Background: an optimization exercise with open tools, aiming at small area. Do not read the settings as production practice.
Only simulation tests tie the RTL to the original design; equivalence was not proved.
Power and IR drop assume default switching activity.

$ cat flow/config.mk
export PLATFORM = sky130hd
export DESIGN_NAME = jt51_pg_slot_ctrl
export DESIGN_NICKNAME = jt51_pg_slot_ctrl
export VERILOG_FILES = /design/flow/design.v
export SDC_FILE = /design/flow/constraint.sdc
export NUM_CORES = 4
export LEC_CHECK = 0
export CAP_MARGIN = 20
export CORE_MARGIN = 2
export CORE_UTILIZATION = 40
export SLEW_MARGIN = 20
$ cat flow/constraint.sdc
create_clock -name core_clock -period 5.0 [get_ports {clk}]
set_input_delay 1.0000 -clock core_clock [delete_from_list [all_inputs] [get_ports {clk}]]
set_output_delay 1.0000 -clock core_clock [all_outputs]
set_load 0.01 [all_outputs]
$ cat flow/design.v
package jt51_pg_pkg;
    localparam int SLOT_N  = 32;
    localparam int STG_II  = 1;
    localparam int STG_III = 2;
    localparam int STG_VI  = 5;
    localparam int KC_W  = 7;
    localparam int KF_W  = 6;
    localparam int DT1_W = 3;
    localparam int MUL_W = 4;
    localparam int DT2_W = 2;
    localparam int PMS_W = 3;
    localparam logic [2:0] FLD_KC     = 3'd0;
    localparam logic [2:0] FLD_KF     = 3'd1;
    localparam logic [2:0] FLD_DT1MUL = 3'd2;
    localparam logic [2:0] FLD_DT2    = 3'd3;
    localparam logic [2:0] FLD_PMS    = 3'd4;
    typedef struct packed {
        logic [KC_W-1:0]  kc;
        logic [KF_W-1:0]  kf;
        logic [DT1_W-1:0] dt1;
        logic [MUL_W-1:0] mul;
        logic [DT2_W-1:0] dt2;
        logic [PMS_W-1:0] pms;
    } pg_param_t;
    function automatic logic [6:0] pg_field_read(input pg_param_t p, input logic [2:0] f);
        logic [6:0] v;
        v = 7'd0;
        case (f)
            FLD_KC:     v = p.kc;
            FLD_KF:     v = {1'b0, p.kf};
            FLD_DT1MUL: v = {p.dt1, p.mul};
            FLD_DT2:    v = {5'd0, p.dt2};
            FLD_PMS:    v = {4'd0, p.pms};
            default:    v = 7'd0;
        endcase
        pg_field_read = v;
    endfunction
endpackage
module jt51_sh #(
    parameter int width  = 5,
    parameter int stages = 2
) (
    input  logic             clk,
    input  logic             rst_n,
    input  logic             cen,
    input  logic [width-1:0] din,
    output logic [width-1:0] drop
);
    logic [width-1:0] bits_r [0:stages-1];
    always_ff @(posedge clk or negedge rst_n) begin
        if (!rst_n) begin
            for (int i = 0; i < stages; i++) bits_r[i] <= '0;
        end else if (cen) begin
            bits_r[0] <= din;
            for (int i = 1; i < stages; i++) bits_r[i] <= bits_r[i-1];
        end
    end
    assign drop = bits_r[stages-1];
endmodule
import jt51_pg_pkg::*;
module jt51_pg_slot_ctrl #(
    parameter int PG_RST_ROUNDS = 1
) (
    input  logic       clk,
    input  logic       rst_n,
    input  logic       cen,
    input  logic       wr_valid,
    output logic       wr_ready,
    input  logic [4:0] wr_slot,
    input  logic [2:0] wr_field,
    input  logic [6:0] wr_data,
    input  logic       keyon_req,
    input  logic [4:0] keyon_slot,
    output logic       zero,
    output logic [4:0] slot_I,
    output logic [6:0] kc_I,
    output logic [5:0] kf_I,
    output logic [1:0] dt2_I,
    output logic [2:0] pms_I,
    output logic [2:0] dt1_II,
    output logic [3:0] mul_VI,
    output logic       pg_rst_III
);
    localparam logic [1:0] ROUNDS    = 2'(PG_RST_ROUNDS);
    localparam logic [1:0] ROUNDS_M1 = 2'(PG_RST_ROUNDS - 1);
    logic [4:0]       cnt_r;
    logic [KC_W-1:0]  kc_r    [0:SLOT_N-1];
    logic [KF_W-1:0]  kf_r    [0:SLOT_N-1];
    logic [DT1_W-1:0] dt1_r   [0:SLOT_N-1];
    logic [MUL_W-1:0] mul_r   [0:SLOT_N-1];
    logic [DT2_W-1:0] dt2_r   [0:SLOT_N-1];
    logic [PMS_W-1:0] pms_r   [0:SLOT_N-1];
    logic [1:0]       pend_r  [0:SLOT_N-1];
    logic [DT1_W-1:0] dt1_I_r;
    logic [MUL_W-1:0] mul_I_r;
    logic             pg_rst_I_r;
    jt51_pg_pkg::pg_param_t cur_s;
    logic             wr_en_s;
    assign cur_s    = {kc_r[cnt_r], kf_r[cnt_r], dt1_r[cnt_r],
                        mul_r[cnt_r], dt2_r[cnt_r], pms_r[cnt_r]};
    assign wr_ready = rst_n & cen & (wr_slot != cnt_r);
    assign wr_en_s  = wr_valid & wr_ready;
    always_ff @(posedge clk or negedge rst_n) begin
        if (!rst_n) begin
            for (int i = 0; i < SLOT_N; i++) begin
                kc_r[i]  <= '0;
                kf_r[i]  <= '0;
                dt1_r[i] <= '0;
                mul_r[i] <= '0;
                dt2_r[i] <= '0;
                pms_r[i] <= '0;
            end
        end else if (wr_en_s) begin
            case (wr_field)
                FLD_KC:     kc_r[wr_slot] <= wr_data[6:0];
                FLD_KF:     kf_r[wr_slot] <= wr_data[5:0];
                FLD_DT1MUL: {dt1_r[wr_slot], mul_r[wr_slot]} <= wr_data[6:0];
                FLD_DT2:    dt2_r[wr_slot] <= wr_data[1:0];
                FLD_PMS:    pms_r[wr_slot] <= wr_data[2:0];
                default:    ;
            endcase
        end
    end
    always_ff @(posedge clk or negedge rst_n) begin
        if (!rst_n) begin
            cnt_r   <= 5'd0;
            slot_I  <= 5'd0;
            zero    <= 1'b0;
            kc_I    <= 7'd0;
            kf_I    <= 6'd0;
            dt2_I   <= 2'd0;
            pms_I   <= 3'd0;
            dt1_I_r <= 3'd0;
            mul_I_r <= 4'd0;
        end else if (cen) begin
            cnt_r   <= cnt_r + 5'd1;
            slot_I  <= cnt_r;
            zero    <= (cnt_r == 5'd0);
            kc_I    <= cur_s.kc;
            kf_I    <= cur_s.kf;
            dt2_I   <= cur_s.dt2;
            pms_I   <= cur_s.pms;
            dt1_I_r <= cur_s.dt1;
            mul_I_r <= cur_s.mul;
        end
    end
    always_ff @(posedge clk or negedge rst_n) begin
        if (!rst_n) begin
            for (int i = 0; i < SLOT_N; i++) pend_r[i] <= 2'd0;
            pg_rst_I_r <= 1'b0;
        end else if (cen) begin
            if (keyon_req && (keyon_slot == cnt_r)) begin
                pg_rst_I_r    <= 1'b1;
                pend_r[cnt_r] <= ROUNDS_M1;
            end else begin
                pg_rst_I_r <= (pend_r[cnt_r] != 2'd0);
                if (pend_r[cnt_r] != 2'd0) pend_r[cnt_r] <= pend_r[cnt_r] - 2'd1;
                if (keyon_req) pend_r[keyon_slot] <= ROUNDS;
            end
        end
    end
    jt51_sh #(.width(DT1_W), .stages(STG_II)) u_dt1_sh (
        .clk(clk), .rst_n(rst_n), .cen(cen), .din(dt1_I_r), .drop(dt1_II)
    );
    jt51_sh #(.width(1), .stages(STG_III)) u_pgrst_sh (
        .clk(clk), .rst_n(rst_n), .cen(cen), .din(pg_rst_I_r), .drop(pg_rst_III)
    );
    jt51_sh #(.width(MUL_W), .stages(STG_VI)) u_mul_sh (
        .clk(clk), .rst_n(rst_n), .cen(cen), .din(mul_I_r), .drop(mul_VI)
    );
endmodule
$ cat flow/run.sh
#!/bin/bash
# synth_recipe.tcl (not shown) runs the flow's synth.tcl, then flattens the netlist and writes it again
# the make line also repeats each setting of config.mk as NAME=value (left out here)
make -C /OpenROAD-flow-scripts/flow DESIGN_CONFIG=/design/flow/config.mk WORK_HOME=/design/flow/orfs CLKGATE_MAP_FILE= SYNTH_SCRIPT=/design/flow/synth_recipe.tcl finish
==> run summary <==
[flip-flops by register name, indices dropped and copies added, names as in the netlist, 6 cells and up]
register	cells
mul_r	128
pms_r	96
kf_I	6
kf_r	192
kc_r	224
dt2_r	64
u_mul_sh.bits_r	20
pend_r	64
kc_I	7
dt1_r	96
[worst reg2reg max path, delay by kind of cell (launching register included)]
kind	cells	cell delay, ns
AOI/OAI and AO/OA	4	1.06
adders and majority gates	2	0.47
buffers and inverters	2	0.55
DFF	1	0.50
and+or+nand+nor	5	1.75
[cell families after synthesis]
| logic type | share of synthesized area, % |
|---|---|
| compound gates | 11.4 |
| xor+xnor | 0.260 |
| fa+ha+maj | 0.200 |
| buf+inv | 2.80 |
| flops | 53.0 |
| mux | 24.2 |
| simple gates | 8.21 |
[how the worst min path moves through the flow]
stage / to / slack (ns) / depth (start not counted)
6_report: dt2_r[15][0]$_DFFE_PN0P_ / 0.23 / 1
5_1_grt: dt2_r[15][0]$_DFFE_PN0P_ / 0.25 / 1
4_1_cts: dt2_r[9][0]$_DFFE_PN0P_ / 0.22 / 1
3_5_place_dp: kc_r[9][3]$_DFFE_PN0P_ / 0.48 / 1
3_3_place_gp: kc_r[9][3]$_DFFE_PN0P_ / 0.47 / 1
2_1_floorplan: pend_r[2][0]$_DFFE_PN0P_ / 0.46 / 2
[power breakdown]
group	internal [W]	leakage (nW)	switching [W]
Combinational	0.00167	8.33	0.00517
Clock	0.00447	1.67	0.00321
Sequential	0.00793	12.6	0.000473
Total	0.0141	22.6	0.00885
[synthesized netlist by cell type (12+ instances only)]
library cell and count:
nor2_2 30, nor2_1 129, a21oi_1 60, nor3_2 20, o21a_1 12, mux2_2 859
buf_4 15, a22oi_1 199, dfrtp_1 926, a221o_1 13, a31oi_1 23, o21ai_0 121
a211oi_1 12, o32ai_1 13, o221ai_1 46, o22ai_1 33, nor4_1 16, nand3_1 59
nor2_4 25, mux2i_1 82, nor3_4 17, nand4_1 31, nand2_1 209, nor3_1 26
a22o_1 39, buf_2 37, nand2b_1 19, clkbuf_1 193, nor2b_1 21
[final cells by class]
| cell class | count | area (um^2) | share of cell area [%] |
|---|---|---|---|
| Sequential cell | 926 | 23200 | 46.7 |
| Multi-Input combinational cell | 2301 | 19400 | 39.1 |
| Clock buffer | 154 | 3030 | 6.10 |
| Timing Repair Buffer | 217 | 1870 | 3.76 |
| Tap cell | 1414 | 1770 | 3.56 |
| Clock inverter | 32 | 332 | 0.668 |
| Inverter | 10 | 37.5 | 0.0756 |
[layer usage]
metal  up-vias  GRT usage [%]  wire, um
met2      2004           43.9     72900
met1     17195           41.9     70400
met4         4           15.4     10200
met5         -              0        25
met3       465           8.20     19100
li1      13158              -         -
[through the flow]
step	setup WS (ns)	instances	instance area, um^2	hold WS (ns)
3_5_place_dp	0.780	4867	46300	0.480
5_1_grt	0.484	5054	49700	0.248
4_1_cts	0.608	5053	49600	0.223
2_1_floorplan	0.755	3504	43700	0.456
6_report	0.551	5054	49700	0.228
3_3_place_gp	0.814	4867	46300	0.467
==> results.cfg <==
[run]
drv_cap = 0

[yosys]
synthDistinctLibCells = 80
yosysTopAreaCell = dfrtp_1
ys.flop_type = dfrtp_1
ys_ff_latch = 926
synthArstFlopShare_pct = 100
synth_seq_area_share_pct = 53.0
synth_cells = 3504
synth_area_um2 = 43700
synth_top_area_share_pct = 53.0
yosys_warnings = 14
avgSynthCellArea_um2 = 12.5
synth_nets = 3536
synth_area_leaders = dfrtp_1, mux2_2, a22oi_1, mux2i_1, nand2_1
synth-edff-count = 0

[worst_setup_path]
cpMostUsedCell = ha_1
rr_startpoint = cnt_r[0]$_DFFE_PN0P_
crit_chain = inv_1 -> ha_1 -> buf_4 -> nor3b_1 -> a222oi_1 -> and4_1 -> nand2_1 -> a211oi_1 -> ha_1 -> nor2b_2 -> nand4_4 -> a211o_4 -> o221ai_1
critPathKind = flop to flop
crit_start = cnt_r[0]$_DFFE_PN0P_
worstPathArrival_ns = 5.04
path_depth = 13
cp.required_ns = 5.59
cp_max_fo = 26
rrSetupSlack_ns = 0.55
setup.worst_path.end_class = flop
critPathTopFamily = simple AND/OR/NAND/NOR gates
crit_path_end = pend_r[18][0]$_DFFE_PN0P_
cp.buffers_inverters = 2
reg2reg_depth = 13
slowest_delay_ns = 0.97
start_kind = flop
reg2reg_to = pend_r[18][0]$_DFFE_PN0P_
critical-path-slowest-cell = nor3b_1

[sta]
finalHoldViolations = 0
rsz0062_at_grt = no
fmax_ghz = 0.225
slew_headroom_pct = 20.6
setup_viol = 0
tightest_slew_ns = 1.19
finalMaxSlewViolations = 0
finClkSkew_ns = 0.0359
min_period_over_period_pct = 89.0
min_period_ns = 4.45
tns_ns = 0

[routing]
ant_nets = 0
drt-initial-drc-count = 4271
first_pass_iters = 8
routed_wirelength_mm = 172
via_count = 32826
routed_via_density = 6.50
post_drt_wl_per_cell_um = 34.1
drc_errors = 0

[run_status]
status = no timing/DRC/antenna violations

[placement]
port_buffers = 57
hpwl_mm = 115
gp_congestion = 0.986

[pwr]
p_total_w = 0.0229
p_per_area_nw_per_um2 = 462
ir_drop_v = 0.000418
leakage_nw = 22.6

[global_route]
grt_overflow = 0
grt_max_degree = 163
grt_pass1_wl_mm = 244
antenna_found_initial = 2
grt_pass1_vias = 31887
grt_use_total_pct = 30.4

[finish]
drive_above_1_share_pct = 36.9
fill_cells = 9969
antenna_cells = 0
final_common_cell = dfrtp_1
layout.nets = 3589
layout_common_cells = dfrtp_1, mux2_2, nand2_1, a22oi_1, buf_4
utilization_pct = 45.7
area.growth.synth_to_final_pct = 13.6

[worst_hold_path]
worst_hold_path_type = input pin to async pin

[clock_network]
cts_buffer_depth = 3
cts_tree = built
insertion_delay_ns = 0.70
postCtsSetupBuffers = 0
cts.htree.levels = 3
root_buffer = clkbuf_16
numCtsBuffers = 101
post_cts_resized = 0
clkTransAtPathRegs_ns = 0.06
postCtsHoldBufs = 0
cts_sinks = 926

[die]
io_pins = 58
start_util_pct = 40.2
rows = 121
die_h_um = 335
die_width_um = 335
fp.dieArea_um2 = 112000
core_area_um2 = 109000

separate check: timing with driven ports:
Ports are ideal in the flow. The routed layout listed here was re-timed in OpenROAD. Step 1: set_driving_cell puts a clkbuf_16 on clk and a buf_2 on each other input, an assumption about the parent block. Step 2 adds t to the input delays and takes it off the output delays; t is the mean of the earliest and latest rising clock arrival at the registers after step 1. Input paths then give back, and output paths get back, about the clock's delay inside the block. Slacks: ideal ports / drivers / drivers and shift; pairs: ideal ports / drivers.
t (ns): 0.757
setup slack, ns: 0.551 / 0.551 / 0.551
hold slack, ns: 0.228 / 0.211 / 0.502
latest minus earliest clock arrival (ns): 0.043 / 0.042
After both steps setup and hold are still met in this run. For this run, drivers alone change the setup slack by 0.000 ns; drivers and shift together by 0.000 ns.
